Source: an optimization exercise on an open RTL-to-GDS flow (aim: small area, a short achievable clock period and few clock cycles per item). Production flows keep margins and buffers that such runs may drop. Where RTL was checked, it was by simulation tests only, not by an equivalence proof against the original. No activity file was given, so power comes from the tool's default toggle rates.

Setup of lane 1:
## vliwExecCore
module vliwExecCore #(
	parameter int BUNDLE_DEPTH = 4,
	parameter int COMMIT_CREDITS = 2
) (
	input wire logic clock_i,
	input wire logic reset_i,
	input wire logic bundleValid_i,
	input wire busPkg::bundle_t bundle_i,
	output wire logic bundleCredit_o,
	input wire logic commitCredit_i,
	output wire logic commitValid_o,
	output wire busPkg::commit_t commit_o
);
clock: 4.0 ns
lec_check: 0
cap_margin: 20
core_margin: 2
core_utilization: 40
cts_buf_list: sky130_fd_sc_hd__clkbuf_4 sky130_fd_sc_hd__clkbuf_8
setup_slack_margin: 1.2
slew_margin: 20
standard.sh (not shown) runs the stock make flow with config.mk's settings and CLKGATE_MAP_FILE= SYNTH_SCRIPT=/design/flow/synth_recipe.tcl, a recipe that flattens the netlist after the stock synthesis.
==> flow/flow/run.sh <==
#!/bin/bash
# Standard ORFS layout (the standard.sh, synthesis unchanged), with plain
# buffers on the ports instead of the default delay-cell buffers, plus the
# settings in flow/extra.env. Each tool's full output goes to its own log
# here; ORFS's per-step logs are under orfs/logs/.
set -euo pipefail
export BUFFER_PORTS_ARGS="-buffer_cell sky130_fd_sc_hd__buf_1"
if [[ -f flow/extra.env ]]; then
  set -a
  source flow/extra.env
  set +a
fi
bash standard.sh synth > synth.log 2>&1
bash standard.sh finish > layout.log 2>&1
diff inputs: lane 1 => lane 2
Settings: swapping 1.2 for 1.0 in SETUP_SLACK_MARGIN.
- Lane 2 against lane 1: area used by sequential logic in the layout held; detailed-route wire length on metal 1 went up 78 microns; fill cell total of the finished layout went up 66; power density of the placed cells went up 12 mW/mm^2; met1 layer usage reported by global route held.
- | combinational cell power | lane 2 vs lane 1 | ≈ equal |
- Relative to lane 1, the post-layout net count measured on lane 2 has decreased slightly.
- For sequential power, lane 2 and lane 1 come out practically identical.
- Taking lane 1 as the reference, in lane 2 instance area at placement dropped about 0.6%; fraction of the core area covered by cells at the end of the flow shrank by 1.6 points; delay of the slowest critical-path stage shows an increase of 0.21 ns.
No functional check of the RTL was part of any run of this note.

========
vliwExecCore, a different RTL version from the one above (not shown whole).
For scale: about 200 flip-flops, roughly 140 I/O pins, ~0.012 sq mm of cells after synthesis.
clock: 4.0 ns
lec_check: 0
cap_margin: 20
core_margin: 2
core_utilization: 40
cts_buf_list: sky130_fd_sc_hd__clkbuf_4 sky130_fd_sc_hd__clkbuf_8
place_density: 0.75
setup_slack_margin: 0.8
slew_margin: 20
Scripts as last shown in full above: flow/flow/run.sh
The baseline completed with no timing, DRC or antenna violations.
Testbench counts at the start, summed over its fixed seeds: cycles 4,247, items 3,200.
Then changed:
Settings changed: PLACE_DENSITY 0.75 to unset.
What happened:
- critical path depth goes down by 1
- power came out lower by about 1.8%
- global-route usage stays flat
- via count went down by 3.2%
- routed wire length came out higher by 0.85%
- final cell count came out lower by about 1%
- register-to-register slack gains 0.03 ns
- non-clock buffer count decreases by 19
- synthesized cell count is unchanged
- setup slack gains 0.064 ns
- area after synthesis stays the same

========
Setup of red:
Another version of the RTL of vliwExecCore (not shown whole).
For scale: about 140 I/O pins, ~0.012 mm² of cells after synthesis.
==> flow/config.mk <==
export PLATFORM = sky130hd
export DESIGN_NAME = vliwExecCore
export DESIGN_NICKNAME = vliwExecCore
export VERILOG_FILES = /design/flow/design.v
export SDC_FILE = /design/flow/constraint.sdc
export NUM_CORES = 4
export LEC_CHECK = 0
export CAP_MARGIN = 20
export CORE_MARGIN = 2
export CORE_UTILIZATION = 40
export CTS_BUF_LIST = sky130_fd_sc_hd__clkbuf_8 sky130_fd_sc_hd__clkbuf_16
export SETUP_SLACK_MARGIN = 1.2
export SLEW_MARGIN = 20
==> flow/constraint.sdc <==
create_clock -name core_clock -period 4.0 [get_ports {clock_i}]
set_input_delay 0.8000 -clock core_clock [delete_from_list [all_inputs] [get_ports {clock_i}]]
set_output_delay 0.8000 -clock core_clock [all_outputs]
set_load 0.01 [all_outputs]
Scripts as last shown in full above: flow/flow/run.sh
## Diff of input files: blue against red
Settings: changing CTS_BUF_LIST from sky130_fd_sc_hd__clkbuf_8 sky130_fd_sc_hd__clkbuf_16 to sky130_fd_sc_hd__clkbuf_4 sky130_fd_sc_hd__clkbuf_8; changing CORE_UTILIZATION from 40 to 55.
### Flow results
Delta (blue minus red): global-route track usage on met2 higher, fraction of standard cell area in multi-input logic higher, clock group power lower. Between red and blue, the clock skew does not differ in any meaningful way.
No run of this note included a check of the RTL's function; only the layout flow was run.

static timing again, ports no longer ideal:
No port has a modelled driver above. Below, the same layouts with a new extraction and two added sets of constraints. Step 1 assumes that a clkbuf_16 drives the clock port and a buf_2 every other input. Step 2, shift: input delay + t, output delay - t, t = (earliest + latest rising clock arrival at the registers) / 2. This alone moves slack from input paths to output paths. a / b / c = ideal / step 1 / step 2; a / b = the first two.
run	t (ns)	setup slack, ns	latest minus earliest clock arrival (ns)	worst slew at a driven data input, ns
lane 1	0.469	0.975 / 0.962 / 0.494	0.014 / 0.015	0.10
lane 2	0.484	0.955 / 0.942 / 0.457	0.019 / 0.019	0.09
the first run of note 2	0.489	0.705 / 0.703 / 0.213	0.015 / 0.015	0.06
the second run of note 2	0.493	0.769 / 0.763 / 0.270	0.018 / 0.018	0.07
red	0.480	0.789 / 0.779 / 0.299	0.024 / 0.023	0.07
blue	0.484	0.768 / 0.757 / 0.273	0.022 / 0.022	0.06
After both steps every run listed still meets setup and hold. For the second run of note 2, which loses most, drivers alone change the setup slack by -0.006 ns; drivers and shift together by -0.499 ns.
